From an optimization exercise on the open Yosys and OpenROAD flow, aimed at a short achievable clock period and low power; shortcuts taken in it are not production practice.
Only simulation tests tie the RTL to the original design; equivalence was not proved.
No activity file was given, so power comes from the tool's default toggle rates.

### config.mk
export PLATFORM = sky130hd
export DESIGN_NAME = cpu_top
export DESIGN_NICKNAME = cpu_top
export VERILOG_FILES = /design/flow/design.v
export SDC_FILE = /design/flow/constraint.sdc
export NUM_CORES = 4
export LEC_CHECK = 0
export ABC_CLOCK_PERIOD_IN_PS = 3500
export CAP_MARGIN = 20
export CORE_MARGIN = 2
export CORE_UTILIZATION = 40
export CTS_BUF_LIST = sky130_fd_sc_hd__clkbuf_16
export CTS_CLUSTER_DIAMETER = 200
export CTS_CLUSTER_SIZE = 20
export SETUP_SLACK_MARGIN = 3.5
export SLEW_MARGIN = 20
export TNS_END_PERCENT = 5
### constraint.sdc
create_clock -name core_clock -period 7.0 [get_ports {clk}]
set_input_delay 1.4000 -clock core_clock [delete_from_list [all_inputs] [get_ports {clk}]]
set_output_delay 1.4000 -clock core_clock [all_outputs]
set_load 0.01 [all_outputs]
### design.v
module cpu_top (
    input  logic       clk,
    input  logic       arst_n,
    input  logic       instr_valid,
    input  logic [6:0] opcode,
    input  logic [7:0] literal,
    output logic [7:0] reg_a,
    output logic [7:0] reg_b,
    output logic [3:0] flags      
);
    localparam logic [2:0] F_ADD = 3'd0, F_SUB = 3'd1, F_AND = 3'd2, F_OR = 3'd3,
                           F_XOR = 3'd4, F_NOT = 3'd5, F_SHL = 3'd6, F_SHR = 3'd7;
    logic       k_main;       
    logic       k_mem;        
    logic       k_wr;         
    logic       d_b;          
    logic [2:0] fn;           
    logic       x_a, x_b, x_one;    
    logic       y_b, y_l;           
    logic [2:0] mfn;          
    logic [1:0] wfn;          
    always_comb begin
        k_main = 1'b0; k_mem = 1'b0; k_wr = 1'b0;
        d_b = 1'b0; fn = F_ADD;
        x_a = 1'b0; x_b = 1'b0; x_one = 1'b0;
        y_b = 1'b0; y_l = 1'b0;
        mfn = F_ADD; wfn = 2'd0;
        if (opcode <= 7'h1B && !(opcode[4:2] == 3'b101)) begin
            k_main = 1'b1;
            d_b    = opcode[0];
            case (opcode[4:2])
                3'b000:  fn = F_ADD;    
                3'b001:  fn = F_ADD;
                3'b010:  fn = F_SUB;
                3'b011:  fn = F_AND;
                3'b100:  fn = F_OR;
                default: fn = F_XOR;    
            endcase
            if (opcode[4:2] == 3'b000) begin
                case (opcode[1:0])
                    2'd0:    y_b = 1'b1;
                    2'd1:    x_a = 1'b1;
                    default: y_l = 1'b1;
                endcase
            end else begin
                case (opcode[1:0])
                    2'd0, 2'd1: begin x_a = 1'b1; y_b = 1'b1; end
                    2'd2:       begin x_a = 1'b1; y_l = 1'b1; end
                    default:    begin x_b = 1'b1; y_l = 1'b1; end
                endcase
            end
        end else if ((opcode >= 7'h14 && opcode <= 7'h17) ||
                     (opcode >= 7'h1C && opcode <= 7'h23)) begin
            k_main = 1'b1;
            d_b    = opcode[1];
            x_a    = !opcode[0];
            x_b    = opcode[0];
            if (opcode[5])           fn = F_SHR;
            else if (opcode[3])      fn = F_SHL;
            else                     fn = F_NOT;
        end else begin
            case (opcode)
                7'h24: begin k_main = 1'b1; d_b = 1'b1; x_one = 1'b1; y_b = 1'b1; fn = F_ADD; end
                7'h2C: begin k_mem = 1'b1; mfn = F_ADD; end
                7'h30: begin k_mem = 1'b1; mfn = F_SUB; end
                7'h34: begin k_mem = 1'b1; mfn = F_AND; end
                7'h38: begin k_mem = 1'b1; mfn = F_OR;  end
                7'h3F: begin k_mem = 1'b1; mfn = F_XOR; end
                7'h3C: begin k_wr = 1'b1; wfn = 2'd0; end
                7'h43: begin k_wr = 1'b1; wfn = 2'd1; end
                7'h49: begin k_wr = 1'b1; wfn = 2'd2; end
                7'h4B: begin k_wr = 1'b1; wfn = 2'd3; end
                default: ;
            endcase
        end
    end
    logic a_main, a_mem, a_wr;      
    assign a_main = instr_valid & k_main;
    assign a_mem  = instr_valid & k_mem;
    assign a_wr   = instr_valid & k_wr;
    logic [7:0] mem [0:255];
    logic [15:0] lo, hi;
    always_comb begin
        for (int i = 0; i < 16; i++) begin
            lo[i] = (literal[3:0] == i[3:0]);
            hi[i] = (literal[7:4] == i[3:0]);
        end
    end
    logic [7:0] m;
    logic [7:0] grp [0:15];
    always_comb begin
        for (int h = 0; h < 16; h++) begin
            grp[h] = 8'd0;
            for (int l = 0; l < 16; l++)
                grp[h] = grp[h] | (mem[16*h + l] & {8{lo[l]}});
        end
        m = 8'd0;
        for (int h = 0; h < 16; h++)
            m = m | (grp[h] & {8{hi[h]}});
    end
    logic [7:0] x, y, yy, r_main;
    logic       sub, cin, c_main, v_main, z_main;
    logic [8:0] sum;
    assign x = ({8{a_main & x_a}} & reg_a) | ({8{a_main & x_b}} & reg_b) |
               {7'd0, a_main & x_one};
    assign y = ({8{a_main & y_b}} & reg_b) | ({8{a_main & y_l}} & literal);
    assign sub = (fn == F_SUB);
    assign yy  = y ^ {8{sub}};
    assign cin = sub;
    add8 u_add_main (.a(x), .b(yy), .cin(cin), .s(sum[7:0]), .c7(), .cout(sum[8]));
    always_comb begin
        r_main = sum[7:0];
        c_main = 1'b0;
        v_main = 1'b0;
        case (fn)
            F_ADD, F_SUB: begin
                r_main = sum[7:0];
                c_main = sum[8] ^ sub;    
                v_main = (x[7] == yy[7]) && (sum[7] != x[7]);
            end
            F_AND: r_main = x & y;
            F_OR:  r_main = x | y;
            F_XOR: r_main = x ^ y;
            F_NOT: r_main = ~x;
            F_SHL: begin r_main = {x[6:0], 1'b0}; c_main = x[7]; end
            default: begin r_main = {1'b0, x[7:1]}; c_main = x[0]; end
        endcase
    end
    assign z_main = (r_main == 8'd0);
    logic [7:0] ma, mm, r_mem, p_mem, t_mem;
    logic       msub, c_mem, v_mem, z_mem, z_arith;
    logic [8:0] msum;
    assign ma   = {8{a_mem}} & reg_a;
    assign mm   = m;
    assign msub = (mfn == F_SUB);
    assign t_mem = mm ^ {8{msub}};
    logic mc7;
    add8 u_add_mem (.a(ma), .b(t_mem), .cin(msub), .s(msum[7:0]), .c7(mc7), .cout(msum[8]));
    assign p_mem   = ma ^ t_mem;
    assign z_arith = (p_mem[0] == msub) &
                     (p_mem[7:1] == (ma[6:0] | t_mem[6:0]));
    always_comb begin
        r_mem = msum[7:0];
        c_mem = 1'b0;
        v_mem = 1'b0;
        z_mem = z_arith;
        case (mfn)
            F_ADD, F_SUB: begin
                r_mem = msum[7:0];
                c_mem = msum[8] ^ msub;
                v_mem = mc7 ^ msum[8];
                z_mem = z_arith;
            end
            F_AND:   begin r_mem = ma & mm; z_mem = (r_mem == 8'd0); end
            F_OR:    begin r_mem = ma | mm; z_mem = (r_mem == 8'd0); end
            default: begin r_mem = ma ^ mm; z_mem = (r_mem == 8'd0); end
        endcase
    end
    logic [7:0] wa, wd;
    logic       z_wr, n_wr, c_wr, v_wr, m_ones, m_low_ones;
    assign wa         = {8{a_wr}} & reg_a;
    assign m_low_ones = (m[6:0] == 7'h7F);
    assign m_ones     = m_low_ones & m[7];
    always_comb begin
        wd   = 8'd0;
        z_wr = 1'b1;
        n_wr = 1'b0;
        c_wr = 1'b0;
        v_wr = 1'b0;
        case (wfn)
            2'd0: begin
                wd   = ~wa;
                z_wr = (wa == 8'hFF);
                n_wr = ~wa[7];
            end
            2'd1: begin
                wd   = {wa[6:0], 1'b0};
                z_wr = (wa[6:0] == 7'd0);
                n_wr = wa[6];
                c_wr = wa[7];
            end
            2'd2: begin
                z_wr = m_ones;
                n_wr = m[7] ^ m_low_ones;
                c_wr = m_ones;
                v_wr = m_low_ones & ~m[7];
            end
            default: ;
        endcase
    end
    logic       ld_a, ld_b, ld_f;
    logic [7:0] res_a;
    logic [3:0] nflags;
    assign ld_a = (a_main & !d_b) | a_mem;
    assign ld_b = a_main & d_b;
    assign ld_f = a_main | a_mem | a_wr;
    assign res_a = a_mem ? r_mem : r_main;
    always_comb begin
        if (a_mem)
            nflags = {z_mem, r_mem[7], c_mem, v_mem};
        else if (a_wr)
            nflags = {z_wr, n_wr, c_wr, v_wr};
        else
            nflags = {z_main, r_main[7], c_main, v_main};
    end
    always_ff @(posedge clk or negedge arst_n) begin
        if (!arst_n)   reg_a <= 8'd0;
        else if (ld_a) reg_a <= res_a;
    end
    always_ff @(posedge clk or negedge arst_n) begin
        if (!arst_n)   reg_b <= 8'd0;
        else if (ld_b) reg_b <= r_main;
    end
    always_ff @(posedge clk or negedge arst_n) begin
        if (!arst_n)   flags <= 4'd0;
        else if (ld_f) flags <= nflags;
    end
    logic         op_wd, op_inc;
    logic [255:0] sel;
    assign op_wd  = a_wr & ~wfn[1];
    assign op_inc = a_wr & (wfn == 2'd2);
    always_comb begin
        for (int i = 0; i < 256; i++) sel[i] = lo[i % 16] & hi[i / 16];
    end
    for (genvar i = 0; i < 256; i++) begin : g_word
        logic       keep, ldw, ldi;
        logic [7:0] q, q_inc;
        assign q    = mem[i];
        assign keep = ~(a_wr & sel[i]);
        assign ldw  = op_wd & sel[i];
        assign ldi  = op_inc & sel[i];
        always_comb begin
            for (int k = 0; k < 8; k++) q_inc[k] = q[k] ^ (&(q | ~((8'd1 << k) - 8'd1)));
        end
        always_ff @(posedge clk) begin
            mem[i] <= (q & {8{keep}}) | (wd & {8{ldw}}) | (q_inc & {8{ldi}});
        end
    end
endmodule
module add8 (
    input  logic [7:0] a,
    input  logic [7:0] b,
    input  logic       cin,
    output logic [7:0] s,
    output logic       c7,      
    output logic       cout
);
    logic [7:0] p, g;
    logic [7:0] g1, p1, g2, p2, g3, p3;
    logic [8:0] c;
    assign p = a ^ b;
    assign g = a & b;
    always_comb begin
        for (int i = 0; i < 8; i++) begin
            if (i >= 1) begin g1[i] = g[i] | (p[i] & g[i-1]); p1[i] = p[i] & p[i-1]; end
            else        begin g1[i] = g[i];                  p1[i] = p[i]; end
        end
        for (int i = 0; i < 8; i++) begin
            if (i >= 2) begin g2[i] = g1[i] | (p1[i] & g1[i-2]); p2[i] = p1[i] & p1[i-2]; end
            else        begin g2[i] = g1[i];                    p2[i] = p1[i]; end
        end
        for (int i = 0; i < 8; i++) begin
            if (i >= 4) begin g3[i] = g2[i] | (p2[i] & g2[i-4]); p3[i] = p2[i] & p2[i-4]; end
            else        begin g3[i] = g2[i];                    p3[i] = p2[i]; end
        end
        c[0] = cin;
        for (int i = 0; i < 8; i++) c[i+1] = g3[i] | (p3[i] & cin);
    end
    assign s    = p ^ c[7:0];
    assign c7   = c[7];
    assign cout = c[8];
endmodule
### flow/run.sh
#!/bin/bash
# Own layout flow: the standard synthesis, then the combinational logic
# re-mapped onto simple cells (registers kept as synthesised), then the
# standard ORFS layout from that netlist.
set -euo pipefail
WORK=$(pwd)
R=$WORK/orfs/results/${FLOW_PLATFORM}/cpu_top/base
LIB=$FLOW_HOME/platforms/sky130hd/lib/sky130_fd_sc_hd__tt_025C_1v80.lib

bash standard.sh synth > $WORK/1_standard_synth.log 2>&1

cp $R/1_2_yosys.v $WORK/standard_netlist.v
printf 'set_driving_cell sky130_fd_sc_hd__buf_1\nset_load 5\n' > $WORK/remap.constr
IN=$WORK/standard_netlist.v OUT=$WORK/remapped.v STAT=$WORK/remap_stat.txt \
  LIB=$LIB SEQ=$WORK/flow/seq.txt DONT=$WORK/flow/dontuse.txt TOP=$FLOW_TOP \
  ABC_D=${REMAP_ABC_D:-2000} CONSTR=$WORK/remap.constr \
  ABC_SCRIPT=$FLOW_HOME/scripts/abc_speed.script \
  yosys -c $WORK/flow/remap.tcl > $WORK/2_remap.log 2>&1

cp $WORK/remapped.v $R/1_2_yosys.v
rm -f $R/1_synth.odb $R/1_synth.sdc
touch $R/1_2_yosys.v $R/1_2_yosys.sdc

bash standard.sh > $WORK/3_layout.log 2>&1
### flow/dontuse.txt
sky130_fd_sc_hd__a2111o_1
sky130_fd_sc_hd__a2111o_2
sky130_fd_sc_hd__a2111o_4
sky130_fd_sc_hd__a2111oi_0
sky130_fd_sc_hd__a2111oi_1
sky130_fd_sc_hd__a2111oi_2
sky130_fd_sc_hd__a2111oi_4
sky130_fd_sc_hd__a211o_1
sky130_fd_sc_hd__a211o_2
sky130_fd_sc_hd__a211o_4
sky130_fd_sc_hd__a211oi_1
sky130_fd_sc_hd__a211oi_2
sky130_fd_sc_hd__a211oi_4
sky130_fd_sc_hd__a21bo_1
sky130_fd_sc_hd__a21bo_2
sky130_fd_sc_hd__a21bo_4
sky130_fd_sc_hd__a21o_1
sky130_fd_sc_hd__a21o_2
sky130_fd_sc_hd__a21o_4
sky130_fd_sc_hd__a221o_1
sky130_fd_sc_hd__a221o_2
sky130_fd_sc_hd__a221o_4
sky130_fd_sc_hd__a221oi_1
sky130_fd_sc_hd__a221oi_2
sky130_fd_sc_hd__a221oi_4
sky130_fd_sc_hd__a222oi_1
sky130_fd_sc_hd__a22o_1
sky130_fd_sc_hd__a22o_2
sky130_fd_sc_hd__a22o_4
sky130_fd_sc_hd__a2bb2o_1
sky130_fd_sc_hd__a2bb2o_2
sky130_fd_sc_hd__a2bb2o_4
sky130_fd_sc_hd__a2bb2oi_1
sky130_fd_sc_hd__a2bb2oi_2
sky130_fd_sc_hd__a2bb2oi_4
sky130_fd_sc_hd__a311o_1
sky130_fd_sc_hd__a311o_2
sky130_fd_sc_hd__a311o_4
sky130_fd_sc_hd__a311oi_1
sky130_fd_sc_hd__a311oi_2
sky130_fd_sc_hd__a311oi_4
sky130_fd_sc_hd__a31o_1
sky130_fd_sc_hd__a31o_2
sky130_fd_sc_hd__a31o_4
sky130_fd_sc_hd__a31oi_1
sky130_fd_sc_hd__a31oi_2
sky130_fd_sc_hd__a31oi_4
sky130_fd_sc_hd__a32o_1
sky130_fd_sc_hd__a32o_2
sky130_fd_sc_hd__a32o_4
sky130_fd_sc_hd__a32oi_1
sky130_fd_sc_hd__a32oi_2
sky130_fd_sc_hd__a32oi_4
sky130_fd_sc_hd__a41o_1
sky130_fd_sc_hd__a41o_2
sky130_fd_sc_hd__a41o_4
sky130_fd_sc_hd__a41oi_1
sky130_fd_sc_hd__a41oi_2
sky130_fd_sc_hd__a41oi_4
sky130_fd_sc_hd__and2_0
sky130_fd_sc_hd__and2_1
sky130_fd_sc_hd__and2_2
sky130_fd_sc_hd__and2_4
sky130_fd_sc_hd__and2b_1
sky130_fd_sc_hd__and2b_2
sky130_fd_sc_hd__and2b_4
sky130_fd_sc_hd__and3_1
sky130_fd_sc_hd__and3_2
sky130_fd_sc_hd__and3_4
sky130_fd_sc_hd__and3b_1
sky130_fd_sc_hd__and3b_2
sky130_fd_sc_hd__and3b_4
sky130_fd_sc_hd__and4_1
sky130_fd_sc_hd__and4_2
sky130_fd_sc_hd__and4_4
sky130_fd_sc_hd__and4b_1
sky130_fd_sc_hd__and4b_2
sky130_fd_sc_hd__and4b_4
sky130_fd_sc_hd__and4bb_1
sky130_fd_sc_hd__and4bb_2
sky130_fd_sc_hd__and4bb_4
sky130_fd_sc_hd__bufbuf_16
sky130_fd_sc_hd__bufbuf_8
sky130_fd_sc_hd__bufinv_16
sky130_fd_sc_hd__bufinv_8
sky130_fd_sc_hd__clkdlybuf4s15_1
sky130_fd_sc_hd__clkdlybuf4s15_2
sky130_fd_sc_hd__clkdlybuf4s18_1
sky130_fd_sc_hd__clkdlybuf4s18_2
sky130_fd_sc_hd__clkdlybuf4s25_1
sky130_fd_sc_hd__clkdlybuf4s25_2
sky130_fd_sc_hd__clkdlybuf4s50_1
sky130_fd_sc_hd__clkdlybuf4s50_2
sky130_fd_sc_hd__clkinvlp_2
sky130_fd_sc_hd__clkinvlp_4
sky130_fd_sc_hd__decap_12
sky130_fd_sc_hd__decap_3
sky130_fd_sc_hd__decap_4
sky130_fd_sc_hd__decap_6
sky130_fd_sc_hd__decap_8
sky130_fd_sc_hd__diode_2
sky130_fd_sc_hd__dlygate4sd1_1
sky130_fd_sc_hd__dlygate4sd2_1
sky130_fd_sc_hd__dlygate4sd3_1
sky130_fd_sc_hd__dlymetal6s2s_1
sky130_fd_sc_hd__dlymetal6s4s_1
sky130_fd_sc_hd__dlymetal6s6s_1
sky130_fd_sc_hd__ebufn_1
sky130_fd_sc_hd__ebufn_2
sky130_fd_sc_hd__ebufn_4
sky130_fd_sc_hd__ebufn_8
sky130_fd_sc_hd__einvn_0
sky130_fd_sc_hd__einvn_1
sky130_fd_sc_hd__einvn_2
sky130_fd_sc_hd__einvn_4
sky130_fd_sc_hd__einvn_8
sky130_fd_sc_hd__einvp_1
sky130_fd_sc_hd__einvp_2
sky130_fd_sc_hd__einvp_4
sky130_fd_sc_hd__einvp_8
sky130_fd_sc_hd__fa_1
sky130_fd_sc_hd__fa_2
sky130_fd_sc_hd__fa_4
sky130_fd_sc_hd__fah_1
sky130_fd_sc_hd__fahcin_1
sky130_fd_sc_hd__fahcon_1
sky130_fd_sc_hd__ha_1
sky130_fd_sc_hd__ha_2
sky130_fd_sc_hd__ha_4
sky130_fd_sc_hd__lpflow_bleeder_1
sky130_fd_sc_hd__lpflow_clkbufkapwr_1
sky130_fd_sc_hd__lpflow_clkbufkapwr_16
sky130_fd_sc_hd__lpflow_clkbufkapwr_2
sky130_fd_sc_hd__lpflow_clkbufkapwr_4
sky130_fd_sc_hd__lpflow_clkbufkapwr_8
sky130_fd_sc_hd__lpflow_clkinvkapwr_1
sky130_fd_sc_hd__lpflow_clkinvkapwr_16
sky130_fd_sc_hd__lpflow_clkinvkapwr_2
sky130_fd_sc_hd__lpflow_clkinvkapwr_4
sky130_fd_sc_hd__lpflow_clkinvkapwr_8
sky130_fd_sc_hd__lpflow_decapkapwr_12
sky130_fd_sc_hd__lpflow_decapkapwr_3
sky130_fd_sc_hd__lpflow_decapkapwr_4
sky130_fd_sc_hd__lpflow_decapkapwr_6
sky130_fd_sc_hd__lpflow_decapkapwr_8
sky130_fd_sc_hd__lpflow_inputiso0n_1
sky130_fd_sc_hd__lpflow_inputiso0p_1
sky130_fd_sc_hd__lpflow_inputiso1n_1
sky130_fd_sc_hd__lpflow_inputiso1p_1
sky130_fd_sc_hd__lpflow_isobufsrc_1
sky130_fd_sc_hd__lpflow_isobufsrc_16
sky130_fd_sc_hd__lpflow_isobufsrc_2
sky130_fd_sc_hd__lpflow_isobufsrc_4
sky130_fd_sc_hd__lpflow_isobufsrc_8
sky130_fd_sc_hd__lpflow_isobufsrckapwr_16
sky130_fd_sc_hd__lpflow_lsbuf_lh_hl_isowell_tap_1
sky130_fd_sc_hd__lpflow_lsbuf_lh_hl_isowell_tap_2
sky130_fd_sc_hd__lpflow_lsbuf_lh_hl_isowell_tap_4
sky130_fd_sc_hd__lpflow_lsbuf_lh_isowell_4
sky130_fd_sc_hd__lpflow_lsbuf_lh_isowell_tap_1
sky130_fd_sc_hd__lpflow_lsbuf_lh_isowell_tap_2
sky130_fd_sc_hd__lpflow_lsbuf_lh_isowell_tap_4
sky130_fd_sc_hd__macro_sparecell
sky130_fd_sc_hd__maj3_1
sky130_fd_sc_hd__maj3_2
sky130_fd_sc_hd__maj3_4
sky130_fd_sc_hd__mux4_1
sky130_fd_sc_hd__mux4_2
sky130_fd_sc_hd__mux4_4
sky130_fd_sc_hd__nand3b_1
sky130_fd_sc_hd__nand3b_2
sky130_fd_sc_hd__nand3b_4
sky130_fd_sc_hd__nand4_1
sky130_fd_sc_hd__nand4_2
sky130_fd_sc_hd__nand4_4
sky130_fd_sc_hd__nand4b_1
sky130_fd_sc_hd__nand4b_2
sky130_fd_sc_hd__nand4b_4
sky130_fd_sc_hd__nand4bb_1
sky130_fd_sc_hd__nand4bb_2
sky130_fd_sc_hd__nand4bb_4
sky130_fd_sc_hd__nor3b_1
sky130_fd_sc_hd__nor3b_2
sky130_fd_sc_hd__nor3b_4
sky130_fd_sc_hd__nor4_1
sky130_fd_sc_hd__nor4_2
sky130_fd_sc_hd__nor4_4
sky130_fd_sc_hd__nor4b_1
sky130_fd_sc_hd__nor4b_2
sky130_fd_sc_hd__nor4b_4
sky130_fd_sc_hd__nor4bb_1
sky130_fd_sc_hd__nor4bb_2
sky130_fd_sc_hd__nor4bb_4
sky130_fd_sc_hd__o2111a_1
sky130_fd_sc_hd__o2111a_2
sky130_fd_sc_hd__o2111a_4
sky130_fd_sc_hd__o2111ai_1
sky130_fd_sc_hd__o2111ai_2
sky130_fd_sc_hd__o2111ai_4
sky130_fd_sc_hd__o211a_1
sky130_fd_sc_hd__o211a_2
sky130_fd_sc_hd__o211a_4
sky130_fd_sc_hd__o211ai_1
sky130_fd_sc_hd__o211ai_2
sky130_fd_sc_hd__o211ai_4
sky130_fd_sc_hd__o21a_1
sky130_fd_sc_hd__o21a_2
sky130_fd_sc_hd__o21a_4
sky130_fd_sc_hd__o21ai_0
sky130_fd_sc_hd__o21ba_1
sky130_fd_sc_hd__o21ba_2
sky130_fd_sc_hd__o21ba_4
sky130_fd_sc_hd__o221a_1
sky130_fd_sc_hd__o221a_2
sky130_fd_sc_hd__o221a_4
sky130_fd_sc_hd__o221ai_1
sky130_fd_sc_hd__o221ai_2
sky130_fd_sc_hd__o221ai_4
sky130_fd_sc_hd__o22a_1
sky130_fd_sc_hd__o22a_2
sky130_fd_sc_hd__o22a_4
sky130_fd_sc_hd__o2bb2a_1
sky130_fd_sc_hd__o2bb2a_2
sky130_fd_sc_hd__o2bb2a_4
sky130_fd_sc_hd__o2bb2ai_1
sky130_fd_sc_hd__o2bb2ai_2
sky130_fd_sc_hd__o2bb2ai_4
sky130_fd_sc_hd__o311a_1
sky130_fd_sc_hd__o311a_2
sky130_fd_sc_hd__o311a_4
sky130_fd_sc_hd__o311ai_0
sky130_fd_sc_hd__o311ai_1
sky130_fd_sc_hd__o311ai_2
sky130_fd_sc_hd__o311ai_4
sky130_fd_sc_hd__o31a_1
sky130_fd_sc_hd__o31a_2
sky130_fd_sc_hd__o31a_4
sky130_fd_sc_hd__o31ai_1
sky130_fd_sc_hd__o31ai_2
sky130_fd_sc_hd__o31ai_4
sky130_fd_sc_hd__o32a_1
sky130_fd_sc_hd__o32a_2
sky130_fd_sc_hd__o32a_4
sky130_fd_sc_hd__o32ai_1
sky130_fd_sc_hd__o32ai_2
sky130_fd_sc_hd__o32ai_4
sky130_fd_sc_hd__o41a_1
sky130_fd_sc_hd__o41a_2
sky130_fd_sc_hd__o41a_4
sky130_fd_sc_hd__o41ai_1
sky130_fd_sc_hd__o41ai_2
sky130_fd_sc_hd__o41ai_4
sky130_fd_sc_hd__or2_0
sky130_fd_sc_hd__or2_1
sky130_fd_sc_hd__or2_2
sky130_fd_sc_hd__or2_4
sky130_fd_sc_hd__or2b_1
sky130_fd_sc_hd__or2b_2
sky130_fd_sc_hd__or2b_4
sky130_fd_sc_hd__or3_1
sky130_fd_sc_hd__or3_2
sky130_fd_sc_hd__or3_4
sky130_fd_sc_hd__or3b_1
sky130_fd_sc_hd__or3b_2
sky130_fd_sc_hd__or3b_4
sky130_fd_sc_hd__or4_1
sky130_fd_sc_hd__or4_2
sky130_fd_sc_hd__or4_4
sky130_fd_sc_hd__or4b_1
sky130_fd_sc_hd__or4b_2
sky130_fd_sc_hd__or4b_4
sky130_fd_sc_hd__or4bb_1
sky130_fd_sc_hd__or4bb_2
sky130_fd_sc_hd__or4bb_4
sky130_fd_sc_hd__probe_p_8
sky130_fd_sc_hd__probec_p_8
sky130_fd_sc_hd__xnor3_1
sky130_fd_sc_hd__xnor3_2
sky130_fd_sc_hd__xnor3_4
sky130_fd_sc_hd__xor3_1
sky130_fd_sc_hd__xor3_2
sky130_fd_sc_hd__xor3_4
### flow/remap.tcl
# Re-map the combinational logic of the standard synthesis onto a set of
# simple, fast cells. The registers stay as they are: same cells, same names.
yosys -import
set lib $::env(LIB)
set seq [split [string trim [read [open $::env(SEQ)]]] "\n"]
set dont [split [string trim [read [open $::env(DONT)]]] "\n"]
# Cell functions: combinational cells as logic, registers as black boxes
read_liberty -ignore_miss_func $lib
foreach c $seq { catch { blackbox $c } }
read_verilog $::env(IN)
hierarchy -top $::env(TOP)
flatten
opt_clean
set args [list -liberty $lib -D $::env(ABC_D) -constr $::env(CONSTR) -script $::env(ABC_SCRIPT)]
foreach c $dont { lappend args -dont_use $c }
abc {*}$args
# The memory words' flip-flops in their strongest drive: it has the
# lowest clock-pin switching energy of the plain flip-flops.
chtype -map sky130_fd_sc_hd__dfxtp_1 sky130_fd_sc_hd__dfxtp_4
splitnets
opt_clean -purge
hilomap -singleton -hicell sky130_fd_sc_hd__conb_1 HI -locell sky130_fd_sc_hd__conb_1 LO
insbuf -buf sky130_fd_sc_hd__buf_4 A X
check
tee -o $::env(STAT) stat -liberty $lib
write_verilog -noattr -nohex -nodec $::env(OUT)
### flow/seq.txt
sky130_fd_sc_hd__dfbbn_1
sky130_fd_sc_hd__dfbbn_2
sky130_fd_sc_hd__dfbbp_1
sky130_fd_sc_hd__dfrbp_1
sky130_fd_sc_hd__dfrbp_2
sky130_fd_sc_hd__dfrtn_1
sky130_fd_sc_hd__dfrtp_1
sky130_fd_sc_hd__dfrtp_2
sky130_fd_sc_hd__dfrtp_4
sky130_fd_sc_hd__dfsbp_1
sky130_fd_sc_hd__dfsbp_2
sky130_fd_sc_hd__dfstp_1
sky130_fd_sc_hd__dfstp_2
sky130_fd_sc_hd__dfstp_4
sky130_fd_sc_hd__dfxbp_1
sky130_fd_sc_hd__dfxbp_2
sky130_fd_sc_hd__dfxtp_1
sky130_fd_sc_hd__dfxtp_2
sky130_fd_sc_hd__dfxtp_4
sky130_fd_sc_hd__dlclkp_1
sky130_fd_sc_hd__dlclkp_2
sky130_fd_sc_hd__dlclkp_4
sky130_fd_sc_hd__dlrbn_1
sky130_fd_sc_hd__dlrbn_2
sky130_fd_sc_hd__dlrbp_1
sky130_fd_sc_hd__dlrbp_2
sky130_fd_sc_hd__dlrtn_1
sky130_fd_sc_hd__dlrtn_2
sky130_fd_sc_hd__dlrtn_4
sky130_fd_sc_hd__dlrtp_1
sky130_fd_sc_hd__dlrtp_2
sky130_fd_sc_hd__dlrtp_4
sky130_fd_sc_hd__dlxbn_1
sky130_fd_sc_hd__dlxbn_2
sky130_fd_sc_hd__dlxbp_1
sky130_fd_sc_hd__dlxtn_1
sky130_fd_sc_hd__dlxtn_2
sky130_fd_sc_hd__dlxtn_4
sky130_fd_sc_hd__dlxtp_1
sky130_fd_sc_hd__edfxbp_1
sky130_fd_sc_hd__edfxtp_1
sky130_fd_sc_hd__lpflow_inputisolatch_1
sky130_fd_sc_hd__sdfbbn_1
sky130_fd_sc_hd__sdfbbn_2
sky130_fd_sc_hd__sdfbbp_1
sky130_fd_sc_hd__sdfrbp_1
sky130_fd_sc_hd__sdfrbp_2
sky130_fd_sc_hd__sdfrtn_1
sky130_fd_sc_hd__sdfrtp_1
sky130_fd_sc_hd__sdfrtp_2
sky130_fd_sc_hd__sdfrtp_4
sky130_fd_sc_hd__sdfsbp_1
sky130_fd_sc_hd__sdfsbp_2
sky130_fd_sc_hd__sdfstp_1
sky130_fd_sc_hd__sdfstp_2
sky130_fd_sc_hd__sdfstp_4
sky130_fd_sc_hd__sdfxbp_1
sky130_fd_sc_hd__sdfxbp_2
sky130_fd_sc_hd__sdfxtp_1
sky130_fd_sc_hd__sdfxtp_2
sky130_fd_sc_hd__sdfxtp_4
sky130_fd_sc_hd__sdlclkp_1
sky130_fd_sc_hd__sdlclkp_2
sky130_fd_sc_hd__sdlclkp_4
sky130_fd_sc_hd__sedfxbp_1
sky130_fd_sc_hd__sedfxbp_2
sky130_fd_sc_hd__sedfxtp_1
sky130_fd_sc_hd__sedfxtp_2
sky130_fd_sc_hd__sedfxtp_4
### standard.sh
#!/bin/bash
# synth_recipe.tcl (not shown) runs the flow's synth.tcl, then flattens the netlist and writes it again
# the make line also repeats each setting of config.mk as NAME=value (left out here)
make -C /OpenROAD-flow-scripts/flow DESIGN_CONFIG=/design/flow/config.mk WORK_HOME=/design/flow/orfs CLKGATE_MAP_FILE= SYNTH_SCRIPT=/design/flow/synth_recipe.tcl "${@:-finish}"
==> results of run 1 <==
layout make-up:
cell class / count / area, µm²
timing repair buffer: 899 / 10500
fill: 32126 / 173000
timing repair inverter: 4 / 42.5
antenna: 86 / 215
sequential: 2068 / 49200
multi-input combinational: 14515 / 75400
inverter: 836 / 3240
clock buffer: 118 / 2950
tap: 4305 / 5390
clock inverter: 26 / 128
metrics by stage:
| step | hold slack (ps) | area (µm²) |
|---|---|---|
| finish | 416 | 147000 |
| global route | 465 | 147000 |
| CTS | 417 | 144000 |
| detailed placement | 473 | 136000 |
| global placement | 468 | 136000 |
| floorplan | 456 | 131000 |
layer usage:
layer	track usage, %	up-vias
met3	16.8	2933
met1	50.5	67165
met4	30.8	39
met5	2.26	-
met2	54.2	10536
li1	-	64522
power by group:
group          switching, W  internal (W)  total (W)
clock network       0.00459       0.00302    0.00761
registers          0.000143        0.0111     0.0112
logic               0.00191      0.000793    0.00270
total               0.00664        0.0149     0.0215
flip-flops by register name, summed over array words and instances (netlist names):
signal and cells:
reg_a 8, flags 4, reg_b 8, mem 2048
worst max-delay path by stage:
stage               end  startpoint  slack (ps)  cells past startpoint
6_report       flags[0]  literal[1]        2310                     16
5_1_grt        flags[0]  literal[3]        2460                     20
4_1_cts        flags[0]  literal[3]        2680                     21
3_5_place_dp   flags[0]  literal[0]         320                     18
3_3_place_gp   flags[0]  literal[2]         310                     17
2_1_floorplan  flags[0]  literal[0]        2780                     19
repair_timing:
action	4_1_cts	5_1_grt
gates resized for setup	601	321
hold buffers	0	0
pin swaps	103	87
setup buffers	212	89
setup endpoints to repair	2077	1958
cloned	32	10
==> results.json, run 1 <==
{
  "crit_path_max_fanout": 19,
  "tritoncts": "yes",
  "clockBufferDepth": 4,
  "layout.core_utilization_pct": 45.9,
  "area_growth_pct": 14.4,
  "first_global_vias": 121029,
  "synth_area_um2": 129000,
  "area_of_the_die_um2": 326000,
  "drc": 0,
  "final_cell_count_no_fill": 22857,
  "drt-wirelength-per-cell_um": 30.4,
  "worstReg2RegStart": "mem[238][0]",
  "ff2ff_path_depth": 18,
  "timing.clock.skew_ps": 83.9,
  "critical_path_class": "input port to flop",
  "clock_tree.htree_level_count": 3,
  "detailroute.wirelength.met2_um": 264000,
  "grt_setup_unrepaired": "true",
  "fp.dieW_um": 571,
  "number_of_sinks_handled_by_clock_tree_synthesis": 2068,
  "dr_wl_met3_um": 105000,
  "detail_route.wirelength_um": 694000,
  "period_needed_ps": 4690,
  "worstPathBufferInverterCount": 3,
  "worst-endpoint-arrival_ps": 5540,
  "worst_r2r_endpoint": "flags[0]",
  "clkSlewWorstSetupHoldPaths_ps": 100,
  "relSlewSlack_pct": 18.1,
  "worst-r2r-setup-slack_ps": 3160,
  "outcome": "complete, no violations",
  "startpoint_type": "input port",
  "hp-class": "input port to asynchronous set/reset pin",
  "max_capacitance_violation_count": 0,
  "total_nets_after_synthesis": 18662,
  "vias_after_detailed_routing": 145195,
  "power_leakage_nw": 61.2,
  "timing.final.setup_violations": 0,
  "std_cell_rows": 208,
  "port-buffer-count": 37,
  "grt_antenna_before_repair": 71,
  "groute.usage.overall_pct": 40.4,
  "crit_path_cell_trace": "bufbuf_16 -> nor2b_4 -> buf_6 -> a22oi_1 -> o22ai_1 -> nor3_1 -> a21oi_1 -> nor3_2 -> nand3_4 -> mux2i_4 -> inv_2 -> nor3_4 -> o21ai_2 -> nand3_4 -> mux2i_1 -> o21ai_1",
  "global_route.overflow_total": 0,
  "clk-insertion-delay-late_ps": 1030,
  "syn-mean-instance-area_um2": 6.90,
  "post_route_cells_drive_above_1_share_pct": 20.8,
  "drt_pre_antenna_iters": 11,
  "vdd.ir_drop.worst_mv": 0.222,
  "synth.yosys.warnings": 4,
  "vias_per_cell": 6.35,
  "report.power.total_w": 0.0215,
  "report.final.hold_viol_count": 0,
  "grt_pass1_wl_um": 947000,
  "worst_slew_pin_slew_ps": 1230,
  "die_y_um": 571,
  "cpMaxStageDelayCell": "sky130_fd_sc_hd__a21oi_1",
  "placedCellCount": 22284,
  "gp_routability_congestion": 1.11,
  "power-per-cell-area_nw_per_um2": 146,
  "iteration_0_drc_count_of_the_detailed_router": 23068,
  "post_detailed_placement_half_perimeter_wirelength_um": 465000,
  "route.antenna.remaining_nets": 0,
  "cpPeakStageDelay_ps": 930,
  "critical-path-top-delay-family": "compound AO/OA/AOI/OAI gates",
  "timing.critical_path.mode_cell": "sky130_fd_sc_hd__nand3_4",
  "worstPathRequired_ps": 7840,
  "num_io_pins": 38,
  "pre_cts_ws_ps": 320,
  "final.setup.tns_ps": 0,
  "finalNetCount": 18459,
  "starting_density_pct": 40.1,
  "final.period_utilization_pct": 67.0,
  "end_kind": "flop",
  "top_signal_layer_used": "met5",
  "cts_inserted_buffers": 117,
  "syn-instance-count": 18644,
  "max_freq_ghz": 0.213,
  "routedLengthMet1_um": 257000,
  "root_buffer": "sky130_fd_sc_hd__clkbuf_16",
  "layout.cells.most_common_list": "sky130_fd_sc_hd__nor2_1 (3506), sky130_fd_sc_hd__o21ai_1 (3105), sky130_fd_sc_hd__dfxtp_4 (2048)",
  "mostFrequentLayoutCell": "sky130_fd_sc_hd__nor2_1",
  "timing.final.max_slew_violations": 0,
  "final_critical_path_setup_slack_ps": 2310,
  "grt_start_max_net_pins": 141,
  "core_um2": 320000
}
==> run 2: changes to the inputs <==
--- a/config.mk
+++ b/config.mk
@@ -7,11 +7,14 @@
 export LEC_CHECK = 0
 export ABC_CLOCK_PERIOD_IN_PS = 3500
 export CAP_MARGIN = 20
+export CELL_PAD_IN_SITES_DETAIL_PLACEMENT = 1
+export CELL_PAD_IN_SITES_GLOBAL_PLACEMENT = 1
 export CORE_MARGIN = 2
 export CORE_UTILIZATION = 40
 export CTS_BUF_LIST = sky130_fd_sc_hd__clkbuf_16
 export CTS_CLUSTER_DIAMETER = 200
 export CTS_CLUSTER_SIZE = 20
+export PLACE_DENSITY = 0.45
 export SETUP_SLACK_MARGIN = 3.5
 export SLEW_MARGIN = 20
 export TNS_END_PERCENT = 5
==> run 2 against run 1 <==
Non-clock buffer count grew 244. Sequential cell count is the same. Hold slack gained 79 ps. Critical path type unchanged.
==> results.json, run 2 <==
{
  "power_leakage_nw": 63.5,
  "min_path_cells": 2,
  "global_route.overflow_total": 0,
  "area_of_the_die_um2": 326000,
  "largest_reg_flops": 2048,
  "layout.core_utilization_pct": 47.5,
  "filler_cell_count": 39721,
  "root_buffer": "sky130_fd_sc_hd__clkbuf_16",
  "max_freq_ghz": 0.213,
  "final.setup.tns_ps": 0,
  "worst-r2r-setup-slack_ps": 2950,
  "worst_slew_pin_slew_ps": 1140,
  "number_of_sinks_handled_by_clock_tree_synthesis": 2068,
  "grt_setup_unrepaired": "true",
  "max_capacitance_violation_count": 0,
  "cpPeakStageDelay_ps": 430,
  "detail_route.wirelength_um": 799000,
  "hp-start": "mem[172][7]",
  "route.antenna.remaining_nets": 0,
  "syn-instance-count": 18644,
  "crit_path_max_fanout": 22,
  "starting_density_pct": 40.1,
  "timing.final.setup_violations": 0,
  "critical_path_class": "input port to flop",
  "report.power.total_w": 0.0222,
  "multi_input_comb_area_um2": 76900,
  "ff2ff_path_depth": 19,
  "outcome": "complete, no violations",
  "num_io_pins": 38,
  "cts_inserted_buffers": 117,
  "largestRegisters": "mem x2048, reg_a x8, reg_b x8",
  "end_kind": "flop",
  "die_y_um": 571,
  "port-buffer-count": 37,
  "crit_path_cell_trace": "buf_2 -> buf_4 -> nand2b_2 -> nor2_4 -> buf_6 -> o21ai_1 -> nand2_2 -> nor3_4 -> nand3_4 -> mux2i_4 -> inv_2 -> nor3_4 -> nand2_2 -> nand3_4 -> mux2i_1 -> o21ai_1",
  "groute.usage.overall_pct": 46.4,
  "worstPathRequired_ps": 7810,
  "clkSlewWorstSetupHoldPaths_ps": 110,
  "power-per-cell-area_nw_per_um2": 146,
  "grt_pass1_wl_um": 1080000,
  "worstReg2RegStart": "mem[121][0]",
  "syn-mean-instance-area_um2": 6.90,
  "critical-path-top-delay-family": "simple AND/OR/NAND/NOR gates",
  "layout.cells.most_common_list": "sky130_fd_sc_hd__nor2_1 (3496), sky130_fd_sc_hd__o21ai_1 (3096), sky130_fd_sc_hd__dfxtp_4 (2048)",
  "worst_r2r_endpoint": "flags[0]",
  "worst-endpoint-arrival_ps": 5510,
  "timing.clock.skew_ps": 106,
  "clockBufferDepth": 4,
  "tritoncts": "yes",
  "report.final.hold_viol_count": 0,
  "clock_tree.htree_level_count": 3,
  "total_nets_after_synthesis": 18662,
  "vdd.ir_drop.worst_mv": 0.248,
  "clk-insertion-delay-late_ps": 1020,
  "finalNetCount": 18705,
  "drc": 0,
  "post_route_cells_drive_above_1_share_pct": 22.9,
  "seqCellArea_um2": 49200,
  "holdPathEnd": "mem[172][7]",
  "core_um2": 320000,
  "std_cell_rows": 208,
  "relSlewSlack_pct": 23.6,
  "grt_antenna_before_repair": 60,
  "worstPathBufferInverterCount": 4,
  "final.period_utilization_pct": 67.2,
  "area_growth_pct": 18.3,
  "mostFrequentLayoutCell": "sky130_fd_sc_hd__nor2_1",
  "fp.dieW_um": 571,
  "iteration_0_drc_count_of_the_detailed_router": 20419,
  "vias_per_cell": 6.50,
  "drt_pre_antenna_iters": 7,
  "first_global_vias": 134119,
  "hp-class": "flop to flop",
  "post_detailed_placement_half_perimeter_wirelength_um": 533000,
  "drt-wirelength-per-cell_um": 34.7,
  "synth.yosys.warnings": 4,
  "grt_start_max_net_pins": 161,
  "cpMaxStageDelayCell": "sky130_fd_sc_hd__nor3_4",
  "startpoint_type": "input port",
  "synth_area_um2": 129000,
  "cts_hold_buf": 0,
  "timing.final.max_slew_violations": 0,
  "registers.top_by_ff_count": "mem",
  "vias_after_detailed_routing": 150007,
  "period_needed_ps": 4700,
  "gp_routability_congestion": 1.06
}
==> run 2: report_power, final <==
| part | total [W] | internal, W | switching, W |
|---|---|---|---|
| Combinational | 0.00315 | 0.000982 | 0.00216 |
| Sequential | 0.0112 | 0.0111 | 0.000145 |
| Clock | 0.00780 | 0.00302 | 0.00478 |
| Total | 0.0222 | 0.0151 | 0.00709 |
==> run 2: cell type report <==
type	count	area share (%)
antenna	55	0.0905
tap	4305	3.54
inverter	836	2.11
sequential	2068	32.3
timing repair inverter	7	0.0559
multi-input combinational	14514	50.5
timing repair buffer	1143	9.30
clock inverter	24	0.0823
clock buffer	118	1.94
==> run 2: metrics by stage <==
stage / area (µm²) / cells / setup WS [ps] / hold slack, ps
6_report: 152000 / 23070 / 2300 / 495
4_1_cts: 149000 / 22861 / 2560 / 499
3_5_place_dp: 137000 / 22335 / 15.8 / 476
2_1_floorplan: 131000 / 18644 / 2780 / 456
5_1_grt: 152000 / 23024 / 2360 / 512
3_3_place_gp: 137000 / 22334 / -26.3 / 471
==> run 2: worst max path at each step <==
stage / start / end / cells past startpoint
3_3_place_gp: literal[1] / flags[0] / 19
2_1_floorplan: literal[0] / flags[0] / 19
3_5_place_dp: literal[1] / flags[0] / 19
5_1_grt: literal[3] / flags[0] / 23
4_1_cts: opcode[3] / flags[0] / 17
6_report: literal[5] / flags[0] / 16
==> run 2: repair_timing <==
action | CTS | global route
cloned | 60 | 19
setup endpoints to repair | 2075 | 2027
pin swaps | 160 | 136
buffers inserted | 324 | 135
gates resized for setup | 999 | 382
==> run 2: worst min-delay path, cell delays in order, from the launching register on <==
cell	delay, ps
sky130_fd_sc_hd__dfxtp_4	360
sky130_fd_sc_hd__o21ai_1	50
sky130_fd_sc_hd__o21ai_1	60
==> run 2: routing by layer <==
layer	routed length, µm	share of wire, %	vias to the layer above	GRT usage [%]
met4	73400	9.2	32	34.8
met3	102000	13	2867	16.0
li1	-	-	64898	-
met2	314000	39	8962	64.6
met5	454	0.057	-	0.720
met1	309000	39	73248	58.4

[static timing again, ports no longer ideal]
The results above use ideal ports. As a check the final layouts listed here were re-extracted and re-timed, cells and wires unchanged.
Step 1 sets driving cells, clkbuf_16 on the clock port and buf_2 on the other inputs (assumed; they add their load-dependent delay and slew).
Step 2 moves the port delays by t, midway between the first and last clock arrival at a register: inputs arrive t later, outputs are due t later. That takes back most of the time a late clock gives input paths.
Three values: no drivers, after step 1, after step 2; two values: the first two.
| run | t, ns | setup WS [ns] | hold slack, ns |
|---|---|---|---|
| run 1 | 1.092 | 2.307 / 2.048 / 0.956 | 0.416 / 0.318 / 0.494 |
| run 2 | 1.080 | 2.296 / 2.042 / 0.962 | 0.495 / 0.495 / 0.495 |
After both steps setup and hold are still met in every run listed. The setup slack of run 1, which loses most, moves by -0.259 ns with the drivers and by -1.351 ns with both steps.
